This design comes from an exercise in tuning for small area, a short achievable clock period and few clock cycles per item on the open sky130 flow, not from production work.
At most, simulation tests tie the RTL to the original design; equivalence was not proved.

Setup of run 1:
==> module rhc_step, before the edit <==
module rhc_step (
	input  logic [7:0] r,
	input  logic       b,
	input  logic [7:0] v,
	output logic [7:0] ro,
	output logic       q
);
	logic [8:0] a, nv, g, p;
	assign a  = {r, b};
	assign nv = ~{1'b0, v};
	assign g  = a & nv;
	assign p  = a ^ nv;
	logic [2:0] gg, gp;
	for (genvar k = 0; k < 3; k++) begin : grp
		assign gg[k] = g[3*k+2] | (p[3*k+2] & g[3*k+1]) | (p[3*k+2] & p[3*k+1] & g[3*k]);
		assign gp[k] = p[3*k+2] & p[3*k+1] & p[3*k];
	end
	logic [9:0] c;
	assign c[0] = 1'b1;
	assign c[3] = gg[0] | gp[0];
	assign c[6] = gg[1] | (gp[1] & c[3]);
	assign c[9] = gg[2] | (gp[2] & c[6]);
	for (genvar k = 0; k < 3; k++) begin : inner
		assign c[3*k+1] = g[3*k] | (p[3*k] & c[3*k]);
		assign c[3*k+2] = g[3*k+1] | (p[3*k+1] & g[3*k]) | (p[3*k+1] & p[3*k] & c[3*k]);
	end
	assign q  = c[9];
	assign ro = q ? (p[7:0] ^ c[7:0]) : a[7:0];
endmodule
==> module rhc_sub, before the edit <==
module rhc_sub #(
	parameter int W = 8
) (
	input  logic [W-1:0] a,
	input  logic [W-1:0] b,
	output logic [W-1:0] diff,    
	output logic [W-1:0] diffm,   
	output logic         ge       
);
	localparam int L = (W > 8) ? 4 : (W > 4) ? 3 : (W > 2) ? 2 : 1;   
	logic [W-1:0] g, p;
	assign g = a & ~b;
	assign p = a ^ ~b;
	logic [W-1:0] gl [0:L];
	logic [W-1:0] pl [0:L];
	always_comb begin
		gl[0] = g;
		pl[0] = p;
		for (int l = 0; l < L; l++) begin
			for (int i = 0; i < W; i++) begin
				if ((i >> l) % 2 == 1) begin
					gl[l+1][i] = gl[l][i] | (pl[l][i] & gl[l][((i >> l) << l) - 1]);
					pl[l+1][i] = pl[l][i] & pl[l][((i >> l) << l) - 1];
				end else begin
					gl[l+1][i] = gl[l][i];
					pl[l+1][i] = pl[l][i];
				end
			end
		end
	end
	logic [W:0] c0, c1;
	assign c0 = {gl[L], 1'b0};
	assign c1 = {gl[L] | pl[L], 1'b1};
	assign diff  = p ^ c1[W-1:0];
	assign diffm = p ^ c0[W-1:0];
	assign ge    = c1[W];
endmodule
export LEC_CHECK = 0
export ABC_AREA = 1
export CAP_MARGIN = 20
export CORE_MARGIN = 2
export CORE_UTILIZATION = 40
export CTS_BUF_LIST = sky130_fd_sc_hd__clkbuf_4 sky130_fd_sc_hd__clkbuf_8
export PLACE_DENSITY = 0.6
export SETUP_SLACK_MARGIN = 2.3
export SLEW_MARGIN = 20
create_clock -name core_clock -period 5.5 [get_ports {clk}]
standard.sh (not shown) runs the stock make flow with config.mk's settings and CLKGATE_MAP_FILE= SYNTH_SCRIPT=/design/flow/synth_recipe.tcl, a recipe that flattens the netlist after the stock synthesis.
==> flow/flow/run.sh <==
#!/bin/bash
# The standard layout (standard.sh), except that synthesis leaves adders and
# comparators to ABC instead of mapping them onto the library's full/half adder
# cells (ADDER_MAP_FILE empty skips ORFS's extract_fa/techmap adder step).
# Each step's full output goes to its own log in this folder.
set -euo pipefail
export ADDER_MAP_FILE=
# ports get a plain buf_2 instead of the delay buffer buffer_ports picks by default
export BUFFER_PORTS_ARGS="-buffer_cell sky130_fd_sc_hd__buf_2"
bash standard.sh synth > synth.log 2>&1
bash standard.sh floorplan > floorplan.log 2>&1
bash standard.sh place > place.log 2>&1
bash standard.sh cts > cts.log 2>&1
bash standard.sh route > route.log 2>&1
bash standard.sh finish > finish.log 2>&1
Run 1 reached the end of the flow, and the finished layout is clean on the timing, DRC and antenna checks.
Testbench counts of run 1, summed over its fixed seeds: cycles 12,056, items 12,000.
## Diff of input files: run 3 against run 1
diff --git a/flow/design.v b/flow/design.v
--- a/flow/design.v
+++ b/flow/design.v
@@ -6,30 +6,38 @@
 	input  logic       b,
 	input  logic [7:0] v,
 	output logic [7:0] ro,
 	output logic       q
 );
-	logic [8:0] a, nv, g, p;
+	localparam int W = 9;
+	logic [W-1:0] a, nv, g, p;
 	assign a  = {r, b};
 	assign nv = ~{1'b0, v};
 	assign g  = a & nv;
 	assign p  = a ^ nv;
-	logic [2:0] gg, gp;
-	for (genvar k = 0; k < 3; k++) begin : grp
-		assign gg[k] = g[3*k+2] | (p[3*k+2] & g[3*k+1]) | (p[3*k+2] & p[3*k+1] & g[3*k]);
-		assign gp[k] = p[3*k+2] & p[3*k+1] & p[3*k];
+	logic [W-1:0] gl [0:4];
+	logic [W-1:0] pl [0:4];
+	always_comb begin
+		gl[0] = g;
+		pl[0] = p;
+		gl[0][0] = g[0] | p[0];
+		pl[0][0] = 1'b0;
+		for (int l = 0; l < 4; l++) begin
+			for (int i = 0; i < W; i++) begin
+				if ((i >> l) % 2 == 1) begin
+					gl[l+1][i] = gl[l][i] | (pl[l][i] & gl[l][((i >> l) << l) - 1]);
+					pl[l+1][i] = pl[l][i] & pl[l][((i >> l) << l) - 1];
+				end else begin
+					gl[l+1][i] = gl[l][i];
+					pl[l+1][i] = pl[l][i];
+				end
+			end
+		end
 	end
-	logic [9:0] c;
-	assign c[0] = 1'b1;
-	assign c[3] = gg[0] | gp[0];
-	assign c[6] = gg[1] | (gp[1] & c[3]);
-	assign c[9] = gg[2] | (gp[2] & c[6]);
-	for (genvar k = 0; k < 3; k++) begin : inner
-		assign c[3*k+1] = g[3*k] | (p[3*k] & c[3*k]);
-		assign c[3*k+2] = g[3*k+1] | (p[3*k+1] & g[3*k]) | (p[3*k+1] & p[3*k] & c[3*k]);
-	end
-	assign q  = c[9];
+	logic [W:0] c;
+	assign c = {gl[4], 1'b1};
+	assign q  = c[W];
 	assign ro = q ? (p[7:0] ^ c[7:0]) : a[7:0];
 endmodule
 module rhc_sub #(
 	parameter int W = 8
 ) (
@@ -37,11 +45,11 @@
 	input  logic [W-1:0] b,
 	output logic [W-1:0] diff,    
 	output logic [W-1:0] diffm,   
 	output logic         ge       
 );
-	localparam int L = (W > 8) ? 4 : (W > 4) ? 3 : (W > 2) ? 2 : 1;   
+	localparam int L = $clog2(W);
 	logic [W-1:0] g, p;
 	assign g = a & ~b;
 	assign p = a ^ ~b;
 	logic [W-1:0] gl [0:L];
 	logic [W-1:0] pl [0:L];
### Flow results
Layout inverter count without the clock tree (run 3 over run 1): increase, about 7%. The slowest library cell on the worst path comes out sky130_fd_sc_hd__edfxtp_1 in one run and sky130_fd_sc_hd__a21boi_4 in the other, namely in run 3 and run 1 respectively. Run 3: synthesized cell count 72 above run 1. The final reports for run 3 and run 1 show core utilization lower in the former. Between run 3 and run 1, it is run 3 whose biggest fanout along the worst timing path is lower, by 1. The area of the die number comes out higher for run 3 vs run 1. Run 1 has a lower worst setup margin than run 3. Run 3 against run 1: register area did not really move. Run 3 vs run 1: final wirelength down. Run 1 has lower tap cell count than run 3. The kind of critical path comes out in2reg in one run and reg2reg in the other, namely in run 1 and run 3 respectively. Run 3 — floorplan die height about 0.8% higher, run 1 as reference. Post-route standard cell area excluding fillers grows slightly when moving from run 1 to run 3.
The RTL of run 3 was laid out without a check of its function.

* * *

rgb_hsv_color_gate, a different RTL version from the one above (not shown whole).
Size: about 3100 cells after synthesis, roughly 76 I/O pins, roughly 0.023 mm² of cells after synthesis.
==> module rhc_step, before the edit <==
module rhc_step (
	input  logic [7:0] r,
	input  logic       b,
	input  logic [7:0] v,
	output logic [7:0] ro,
	output logic       q
);
	localparam int W = 9;
	logic [W-1:0] a, nv, g, p;
	assign a  = {r, b};
	assign nv = ~{1'b0, v};
	assign g  = a & nv;
	assign p  = a ^ nv;
	logic [W-1:0] gl [0:4];
	logic [W-1:0] pl [0:4];
	always_comb begin
		gl[0] = g;
		pl[0] = p;
		gl[0][0] = g[0] | p[0];
		pl[0][0] = 1'b0;
		for (int l = 0; l < 4; l++) begin
			for (int i = 0; i < W; i++) begin
				if ((i >> l) % 2 == 1) begin
					gl[l+1][i] = gl[l][i] | (pl[l][i] & gl[l][((i >> l) << l) - 1]);
					pl[l+1][i] = pl[l][i] & pl[l][((i >> l) << l) - 1];
				end else begin
					gl[l+1][i] = gl[l][i];
					pl[l+1][i] = pl[l][i];
				end
			end
		end
	end
	logic [W:0] c;
	assign c = {gl[4], 1'b1};
	assign q  = c[W];
	assign ro = q ? (p[7:0] ^ c[7:0]) : a[7:0];
endmodule
==> flow/config.mk <==
export PLATFORM = sky130hd
export DESIGN_NAME = rgb_hsv_color_gate
export DESIGN_NICKNAME = rgb_hsv_color_gate
export VERILOG_FILES = /design/flow/design.v
export SDC_FILE = /design/flow/constraint.sdc
export NUM_CORES = 4
export LEC_CHECK = 0
export ABC_AREA = 1
export CAP_MARGIN = 20
export CORE_MARGIN = 2
export CORE_UTILIZATION = 40
export CTS_BUF_LIST = sky130_fd_sc_hd__clkbuf_4 sky130_fd_sc_hd__clkbuf_8
export PLACE_DENSITY = 0.6
export SETUP_SLACK_MARGIN = 2.2
export SLEW_MARGIN = 20
==> flow/constraint.sdc <==
create_clock -name core_clock -period 5.5 [get_ports {clk}]
set_input_delay 1.1000 -clock core_clock [delete_from_list [all_inputs] [get_ports {clk}]]
set_output_delay 1.1000 -clock core_clock [all_outputs]
set_load 0.01 [all_outputs]
Scripts as last shown in full above: flow/flow/run.sh
Testbench counts at the start, summed over its fixed seeds: cycles 12,056, items 12,000.
Next try:
--- a/flow/design.v
+++ b/flow/design.v
@@ -9,32 +9,24 @@
 	output logic       q
 );
-	localparam int W = 9;
-	logic [W-1:0] a, nv, g, p;
+	logic [8:0] a, nv, g, p;
 	assign a  = {r, b};
 	assign nv = ~{1'b0, v};
 	assign g  = a & nv;
 	assign p  = a ^ nv;
-	logic [W-1:0] gl [0:4];
-	logic [W-1:0] pl [0:4];
-	always_comb begin
-		gl[0] = g;
-		pl[0] = p;
-		gl[0][0] = g[0] | p[0];
-		pl[0][0] = 1'b0;
-		for (int l = 0; l < 4; l++) begin
-			for (int i = 0; i < W; i++) begin
-				if ((i >> l) % 2 == 1) begin
-					gl[l+1][i] = gl[l][i] | (pl[l][i] & gl[l][((i >> l) << l) - 1]);
-					pl[l+1][i] = pl[l][i] & pl[l][((i >> l) << l) - 1];
-				end else begin
-					gl[l+1][i] = gl[l][i];
-					pl[l+1][i] = pl[l][i];
-				end
-			end
-		end
+	logic [2:0] gg, gp;
+	for (genvar k = 0; k < 3; k++) begin : grp
+		assign gg[k] = g[3*k+2] | (p[3*k+2] & g[3*k+1]) | (p[3*k+2] & p[3*k+1] & g[3*k]);
+		assign gp[k] = p[3*k+2] & p[3*k+1] & p[3*k];
 	end
-	logic [W:0] c;
-	assign c = {gl[4], 1'b1};
-	assign q  = c[W];
+	logic [9:0] c;
+	assign c[0] = 1'b1;
+	assign c[3] = gg[0] | gp[0];
+	assign c[6] = gg[1] | (gp[1] & c[3]);
+	assign c[9] = gg[2] | (gp[2] & c[6]);
+	for (genvar k = 0; k < 3; k++) begin : inner
+		assign c[3*k+1] = g[3*k] | (p[3*k] & c[3*k]);
+		assign c[3*k+2] = g[3*k+1] | (p[3*k+1] & g[3*k]) | (p[3*k+1] & p[3*k] & c[3*k]);
+	end
+	assign q  = c[9];
 	assign ro = q ? (p[7:0] ^ c[7:0]) : a[7:0];
 endmodule
What happened: Critical path depth goes up by 4. Register-to-register slack loses 0.04 ns. Setup slack improves by 0.026 ns. Core utilization increases by 0.45 points. Sequential cell count is unchanged. Die area drops by 1.6%. Design area goes down by 0.95%. Wire length grows by 4.5%. Via count barely changes. Sequential share of layout area increases by 0.37 points. Hold slack loses 0.0047 ns.
Testbench counts after the change, summed over its fixed seeds: cycles 12,056, items 12,000.

* * *

rgb_hsv_color_gate, a different RTL version from the one above (not shown whole).
For scale: about 23000 um^2 of cells after synthesis.
==> module rhc_sub, before the edit <==
module rhc_sub #(
	parameter int W = 8
) (
	input  logic [W-1:0] a,
	input  logic [W-1:0] b,
	output logic [W-1:0] diff,    
	output logic [W-1:0] diffm,   
	output logic         ge       
);
	localparam int L = $clog2(W);
	logic [W-1:0] g, p;
	assign g = a & ~b;
	assign p = a ^ ~b;
	logic [W-1:0] gl [0:L];
	logic [W-1:0] pl [0:L];
	always_comb begin
		gl[0] = g;
		pl[0] = p;
		for (int l = 0; l < L; l++) begin
			for (int i = 0; i < W; i++) begin
				if ((i >> l) % 2 == 1) begin
					gl[l+1][i] = gl[l][i] | (pl[l][i] & gl[l][((i >> l) << l) - 1]);
					pl[l+1][i] = pl[l][i] & pl[l][((i >> l) << l) - 1];
				end else begin
					gl[l+1][i] = gl[l][i];
					pl[l+1][i] = pl[l][i];
				end
			end
		end
	end
	logic [W:0] c0, c1;
	assign c0 = {gl[L], 1'b0};
	assign c1 = {gl[L] | pl[L], 1'b1};
	assign diff  = p ^ c1[W-1:0];
	assign diffm = p ^ c0[W-1:0];
	assign ge    = c1[W];
endmodule
Settings: LEC_CHECK=0, ABC_AREA=1, CAP_MARGIN=20, CORE_MARGIN=2, CORE_UTILIZATION=40, CTS_BUF_LIST=sky130_fd_sc_hd__clkbuf_4 sky130_fd_sc_hd__clkbuf_8, PLACE_DENSITY=0.6, SETUP_SLACK_MARGIN=2.3, SLEW_MARGIN=20; clock period 5.5 ns.
Scripts as last shown in full above: flow/flow/run.sh
Edit:
--- a/flow/design.v
+++ b/flow/design.v
@@ -5,52 +5,44 @@
 	input  logic [7:0] r,
 	input  logic       b,
 	input  logic [7:0] v,
 	output logic [7:0] ro,
 	output logic       q
 );
-	localparam int W = 9;
-	logic [W-1:0] a, nv, g, p;
+	logic [8:0] a, nv, g, p;
 	assign a  = {r, b};
 	assign nv = ~{1'b0, v};
 	assign g  = a & nv;
 	assign p  = a ^ nv;
-	logic [W-1:0] gl [0:4];
-	logic [W-1:0] pl [0:4];
-	always_comb begin
-		gl[0] = g;
-		pl[0] = p;
-		gl[0][0] = g[0] | p[0];
-		pl[0][0] = 1'b0;
-		for (int l = 0; l < 4; l++) begin
-			for (int i = 0; i < W; i++) begin
-				if ((i >> l) % 2 == 1) begin
-					gl[l+1][i] = gl[l][i] | (pl[l][i] & gl[l][((i >> l) << l) - 1]);
-					pl[l+1][i] = pl[l][i] & pl[l][((i >> l) << l) - 1];
-				end else begin
-					gl[l+1][i] = gl[l][i];
-					pl[l+1][i] = pl[l][i];
-				end
-			end
-		end
+	logic [2:0] gg, gp;
+	for (genvar k = 0; k < 3; k++) begin : grp
+		assign gg[k] = g[3*k+2] | (p[3*k+2] & g[3*k+1]) | (p[3*k+2] & p[3*k+1] & g[3*k]);
+		assign gp[k] = p[3*k+2] & p[3*k+1] & p[3*k];
+	end
+	logic [9:0] c;
+	assign c[0] = 1'b1;
+	assign c[3] = gg[0] | gp[0];
+	assign c[6] = gg[1] | (gp[1] & c[3]);
+	assign c[9] = gg[2] | (gp[2] & c[6]);
+	for (genvar k = 0; k < 3; k++) begin : inner
+		assign c[3*k+1] = g[3*k] | (p[3*k] & c[3*k]);
+		assign c[3*k+2] = g[3*k+1] | (p[3*k+1] & g[3*k]) | (p[3*k+1] & p[3*k] & c[3*k]);
 	end
-	logic [W:0] c;
-	assign c = {gl[4], 1'b1};
-	assign q  = c[W];
+	assign q  = c[9];
 	assign ro = q ? (p[7:0] ^ c[7:0]) : a[7:0];
 endmodule
 module rhc_sub #(
 	parameter int W = 8
 ) (
 	input  logic [W-1:0] a,
 	input  logic [W-1:0] b,
 	output logic [W-1:0] diff,    
 	output logic [W-1:0] diffm,   
 	output logic         ge       
 );
-	localparam int L = $clog2(W);
+	localparam int L = (W > 8) ? 4 : (W > 4) ? 3 : (W > 2) ? 2 : 1;   
 	logic [W-1:0] g, p;
 	assign g = a & ~b;
 	assign p = a ^ ~b;
 	logic [W-1:0] gl [0:L];
 	logic [W-1:0] pl [0:L];
 	always_comb begin
Outcome: The new run ran to the end with no violations. Critical path depth went up by 3. First-iteration DRC count went down by about 2%. Routed wire length went up by about 6%. Via count came out higher by about 1.7%. Die area fell by about 1.4%. Hold slack barely changes. Non-clock buffer count rose by 9. Cell area drops by about 0.6%. Fmax decreases by 1.7%. Global-route usage rises by 1.2 points. Register-to-register slack stays flat.
No functional check of the RTL was part of any run of this note.

==> what the ideal ports hide <==
Ports are ideal in the flow. The routed layouts listed here were re-timed in OpenROAD.
Step 1 (the two cells are an assumption about what drives the block):
set clk [get_ports {clk}]
set_driving_cell -lib_cell sky130_fd_sc_hd__clkbuf_16 $clk
set_driving_cell -lib_cell sky130_fd_sc_hd__buf_2 [delete_from_list [all_inputs] $clk]
Step 2 also shifts input and output timing later by t, the mid clock arrival at the registers, as if the neighbouring blocks saw the same clock.
a / b / c = ideal / step 1 / step 2; a / b = the first two.
run | t (ns) | setup slack, ns | worst register clock-pin slew, ns
run 1 | 0.694 | 2.430 / 2.406 / 1.774 | 0.06 / 0.06
run 3 | 0.697 | 2.443 / 2.443 / 1.772 | 0.07 / 0.07
the first run of note 2 | 0.686 | 2.363 / 2.375 / 1.698 | 0.07 / 0.07
the second run of note 2 | 0.700 | 2.390 / 2.428 / 1.728 | 0.06 / 0.06
the first run of note 3 | 0.686 | 2.452 / 2.452 / 1.806 | 0.07 / 0.07
the second run of note 3 | 0.701 | 2.398 / 2.412 / 1.733 | 0.07 / 0.07
After both steps setup and hold are still met in every run listed. The setup slack of run 3, which loses most, moves by 0.000 ns with the drivers and by -0.671 ns with both steps.
